Source: an optimization exercise on an open RTL-to-GDS flow (aim: small area). Production flows keep margins and buffers that such runs may drop.
Function was checked by simulation only, so behaviour that the tests miss may differ from the original.
Power is estimated from default activity; no workload was simulated.

run 1:
// fi_inject_ctrl
module fi_inject_ctrl
#(
  parameter int DATA_W = 32,
  parameter int NUM_CH = 4,
  parameter int CNT_W  = 16
) (
  input  logic                                      dla_core_clk,
  input  logic                                      dla_core_rst,
  input  logic [NUM_CH*DATA_W-1:0]                  data_in,
  output logic [NUM_CH*DATA_W-1:0]                  data_out,
  input  logic                                      cfg_we,
  input  logic [(NUM_CH > 1 ? $clog2(NUM_CH) : 1)-1:0] cfg_ch,
  input  logic [FI_MODE_W-1:0]                      cfg_mode,
  input  logic [DATA_W-1:0]                         cfg_mask,
  input  logic [CNT_W-1:0]                          cfg_start,
  input  logic [CNT_W-1:0]                          cfg_dur,
  output logic [CNT_W-1:0]                          cycle_cnt,
  output logic [NUM_CH-1:0]                         inj_active,
  output logic [NUM_CH-1:0]                         inj_done
  ,
  output logic [NUM_CH*CNT_W-1:0]                   hit_cnt
);
clock: 6.0 ns
lec_check: 0
cap_margin: 20
core_margin: 2
core_utilization: 70
place_density: 0.78
slew_margin: 20
standard.sh (not shown) runs the stock make flow with config.mk's settings and CLKGATE_MAP_FILE= SYNTH_SCRIPT=/design/flow/synth_recipe.tcl, a recipe that flattens the netlist after the stock synthesis.
==> flow/flow/run.sh <==
#!/bin/bash
set -euo pipefail
cd "$(dirname "$0")/.."
W=$(pwd)
R=$W/orfs/results/$FLOW_PLATFORM/fi_inject_ctrl/base
export BUFFER_PORTS_ARGS="-buffer_cell sky130_fd_sc_hd__buf_1"
export CTS_ARGS="-sink_clustering_enable -repair_clock_nets -dont_use_dummy_load -buf_list {sky130_fd_sc_hd__clkbuf_8} -sink_clustering_size 16 -sink_clustering_max_diameter 50"
bash standard.sh synth > standard_synth.log 2>&1
cp $R/1_2_yosys.v $W/standard_1_2_yosys.v
export REMAP_LIB=$FLOW_HOME/platforms/$FLOW_PLATFORM/lib/sky130_fd_sc_hd__tt_025C_1v80.lib
export REMAP_NETLIST=$W/standard_1_2_yosys.v
export REMAP_TOP=$FLOW_TOP
export REMAP_SCRIPT=$W/flow/remap.abc
export REMAP_OUT=$W/remap_1_2_yosys.v
export REMAP_STAT=$W/remap_stat.txt
export REMAP_SEQ="$(grep -oE 'sky130_fd_sc_hd__(df|edf|sdf|sedf|dl)[a-z0-9_]*' $REMAP_NETLIST | sort -u | tr '\n' ' ')"
export REMAP_DONT_USE="$(grep -oE -- '-dont_use [^ ]+' $W/orfs/logs/$FLOW_PLATFORM/fi_inject_ctrl/base/1_2_yosys.log | sort -u | tr '\n' ' ')"
"${YOSYS_EXE:-$FLOW_HOME/../tools/install/yosys/bin/yosys}" -c $W/flow/remap.tcl > remap_yosys.log 2>&1
cp $REMAP_OUT $R/1_2_yosys.v
bash standard.sh > standard_flow.log 2>&1
==> flow/flow/remap.abc <==
&get -n
&st
&dch
&nf -R 1000
&put
&get -n
&st
&dch
&nf -R 1000
&put
&get -n
&st
&dch
&nf -R 1000
&put
&get -n
&st
&dch
&nf -R 1000
&put
==> flow/flow/remap.tcl <==
# Re-map the combinational logic of the standard synthesis netlist for area.
# Registers are kept as they are (same instances, names and cells); only the
# logic between them is re-optimised by ABC and mapped again to the library.
set lib $::env(REMAP_LIB)
set netlist $::env(REMAP_NETLIST)
yosys read_liberty -ignore_miss_func -overwrite $lib
yosys read_verilog $netlist
yosys hierarchy -top $::env(REMAP_TOP)
# Keep every sequential cell as a black-box instance.
foreach m [split [string trim $::env(REMAP_SEQ)] " "] {
  if {$m ne ""} { yosys setattr -mod -set keep_hierarchy 1 $m }
}
yosys flatten
# Hide the wires flattening names after the cells' pins, so ports keep their names.
yosys rename -hide w:*.*
yosys opt_clean -purge
yosys abc -liberty $lib {*}$::env(REMAP_DONT_USE) -script $::env(REMAP_SCRIPT)
yosys opt_clean -purge
yosys hilomap -singleton -hicell sky130_fd_sc_hd__conb_1 HI -locell sky130_fd_sc_hd__conb_1 LO
yosys insbuf -buf sky130_fd_sc_hd__buf_4 A X
yosys splitnets
yosys opt_clean -purge
yosys select $::env(REMAP_TOP)
yosys tee -o $::env(REMAP_STAT) stat -liberty $lib
yosys write_verilog -noattr -nohex -nodec -selected $::env(REMAP_OUT)
[inputs] run 2 vs run 1
- CORE_UTILIZATION changed from 70 to 60
- PLACE_DENSITY changed from 0.78 to 0.7
==> flow/flow/run.sh <==
#!/bin/bash
set -euo pipefail
cd "$(dirname "$0")/.."
export BUFFER_PORTS_ARGS="-buffer_cell sky130_fd_sc_hd__buf_1"
export CTS_ARGS="-sink_clustering_enable -repair_clock_nets -dont_use_dummy_load -buf_list {sky130_fd_sc_hd__clkbuf_8} -sink_clustering_size 20 -sink_clustering_max_diameter 60"
bash standard.sh > standard_flow.log 2>&1
removed: flow/flow/remap.abc
removed: flow/flow/remap.tcl
Results
Run 2 has less setup slack than run 1. Per the comparison of run 2 with run 1, number of rows created at floorplan increased 7; post-CTS resize count increased 8; length of routed met3 wiring decreased 2300 um.
Edits applied to the flow inputs when going from run 2 to run 3:
- PLACE_DENSITY: 0.7 -> 0.78
- CORE_UTILIZATION: 60 -> 70
==> flow/flow/run.sh <==
#!/bin/bash
set -euo pipefail
cd "$(dirname "$0")/.."
W=$(pwd)
R=$W/orfs/results/$FLOW_PLATFORM/fi_inject_ctrl/base
export BUFFER_PORTS_ARGS="-buffer_cell sky130_fd_sc_hd__buf_1"
export CTS_ARGS="-sink_clustering_enable -repair_clock_nets -dont_use_dummy_load -buf_list {sky130_fd_sc_hd__clkbuf_8} -sink_clustering_size 16 -sink_clustering_max_diameter 50"
bash standard.sh synth > standard_synth.log 2>&1
cp $R/1_2_yosys.v $W/standard_1_2_yosys.v
export REMAP_LIB=$FLOW_HOME/platforms/$FLOW_PLATFORM/lib/sky130_fd_sc_hd__tt_025C_1v80.lib
export REMAP_NETLIST=$W/standard_1_2_yosys.v
export REMAP_TOP=$FLOW_TOP
export REMAP_SCRIPT=$W/flow/remap.abc
export REMAP_OUT=$W/remap_1_2_yosys.v
export REMAP_STAT=$W/remap_stat.txt
export REMAP_SEQ="$(grep -oE 'sky130_fd_sc_hd__(df|edf|sdf|sedf|dl)[a-z0-9_]*' $REMAP_NETLIST | sort -u | tr '\n' ' ')"
export REMAP_DONT_USE="$(grep -oE -- '-dont_use [^ ]+' $W/orfs/logs/$FLOW_PLATFORM/fi_inject_ctrl/base/1_2_yosys.log | sort -u | tr '\n' ' ')"
"${YOSYS_EXE:-$FLOW_HOME/../tools/install/yosys/bin/yosys}" -c $W/flow/remap.tcl > remap_yosys.log 2>&1
cp $REMAP_OUT $R/1_2_yosys.v
bash standard.sh > standard_flow.log 2>&1
==> flow/flow/remap.abc (new file) <==
&get -n
&st
&dch
&nf -R 1000
&put
&get -n
&st
&dch
&nf -R 1000
&put
==> flow/flow/remap.tcl (new file) <==
# Re-map the combinational logic of the standard synthesis netlist for area.
# Registers are kept as they are (same instances, names and cells); only the
# logic between them is re-optimised by ABC and mapped again to the library.
set lib $::env(REMAP_LIB)
set netlist $::env(REMAP_NETLIST)
yosys read_liberty -ignore_miss_func -overwrite $lib
yosys read_verilog $netlist
yosys hierarchy -top $::env(REMAP_TOP)
# Keep every sequential cell as a black-box instance.
foreach m [split [string trim $::env(REMAP_SEQ)] " "] {
  if {$m ne ""} { yosys setattr -mod -set keep_hierarchy 1 $m }
}
yosys flatten
# Hide the wires flattening names after the cells' pins, so ports keep their names.
yosys rename -hide w:*.*
yosys opt_clean -purge
yosys abc -liberty $lib {*}$::env(REMAP_DONT_USE) -script $::env(REMAP_SCRIPT)
yosys opt_clean -purge
yosys hilomap -singleton -hicell sky130_fd_sc_hd__conb_1 HI -locell sky130_fd_sc_hd__conb_1 LO
yosys insbuf -buf sky130_fd_sc_hd__buf_4 A X
yosys splitnets
yosys opt_clean -purge
yosys select $::env(REMAP_TOP)
yosys tee -o $::env(REMAP_STAT) stat -liberty $lib
yosys write_verilog -noattr -nohex -nodec -selected $::env(REMAP_OUT)
==> comparison <==
- Run 3 ran to completion and came out clean on the timing, DRC and antenna checks.
- Of the two values seen for slowest cell on the critical path, sky130_fd_sc_hd__dfxtp_1 was produced by run 3 and sky130_fd_sc_hd__dfxtp_2 by run 2.
- Compared with run 2, run 3 shows a number of nets in the finished design that is 51 higher.
- Number of DRC violations after detailed-routing iteration 0 (run 3 vs. run 2) increases by more than 100%
- Run 3: area growth from synthesis to layout 3.1 points above run 2
The inputs of run 4 differ from those of run 3 as listed below.
- swapping 0.78 for 0.7 in PLACE_DENSITY
- swapping 70 for 60 in CORE_UTILIZATION
Findings:
[run 4 vs run 3] final critical-path share of the clock period: lower in run 4
Going from run 3 to run 4, combinational power fell about 2%, clock network area share rose 0.23 points, clock buffer instance count of the final layout rose about 10%, maximum frequency rose 0.0016 GHz, slack of the critical path rose 0.055 ns.

==> static timing again, ports no longer ideal <==
The flow's constraints put no driver on any port. The routed layouts listed below were extracted and timed again, unchanged, in two steps.
Step 1 (the two cells are an assumption about what drives the block):
set clk [get_ports {dla_core_clk}]
set_driving_cell -lib_cell sky130_fd_sc_hd__clkbuf_16 $clk
set_driving_cell -lib_cell sky130_fd_sc_hd__buf_2 [delete_from_list [all_inputs] $clk]
Step 2 times the ports against the registers' clock, not the clock port: input delays grow and output delays shrink by t, the midpoint of the rising clock arrivals with the driver on.
Three values: ideal ports, drivers, drivers and shift; two values: the first two.
| run | t, ns | setup slack, ns | hold slack, ns | clock arrival spread, ns |
|---|---|---|---|---|
| run 1 | 0.609 | 0.290 / 0.241 / 0.544 | 0.501 / 0.501 / 0.501 | 0.051 / 0.051 |
| run 2 | 0.611 | 0.216 / 0.162 / -0.029 | 0.491 / 0.491 / 0.491 | 0.049 / 0.048 |
| run 3 | 0.625 | 0.172 / 0.120 / 0.079 | 0.479 / 0.479 / 0.479 | 0.040 / 0.040 |
| run 4 | 0.628 | 0.228 / 0.179 / 0.523 | 0.481 / 0.481 / 0.481 | 0.045 / 0.044 |
Met with ideal ports but missed after step 2: setup timing in run 2. The setup slack of run 2, which loses most, moves by -0.054 ns with the drivers and by -0.245 ns with both steps.
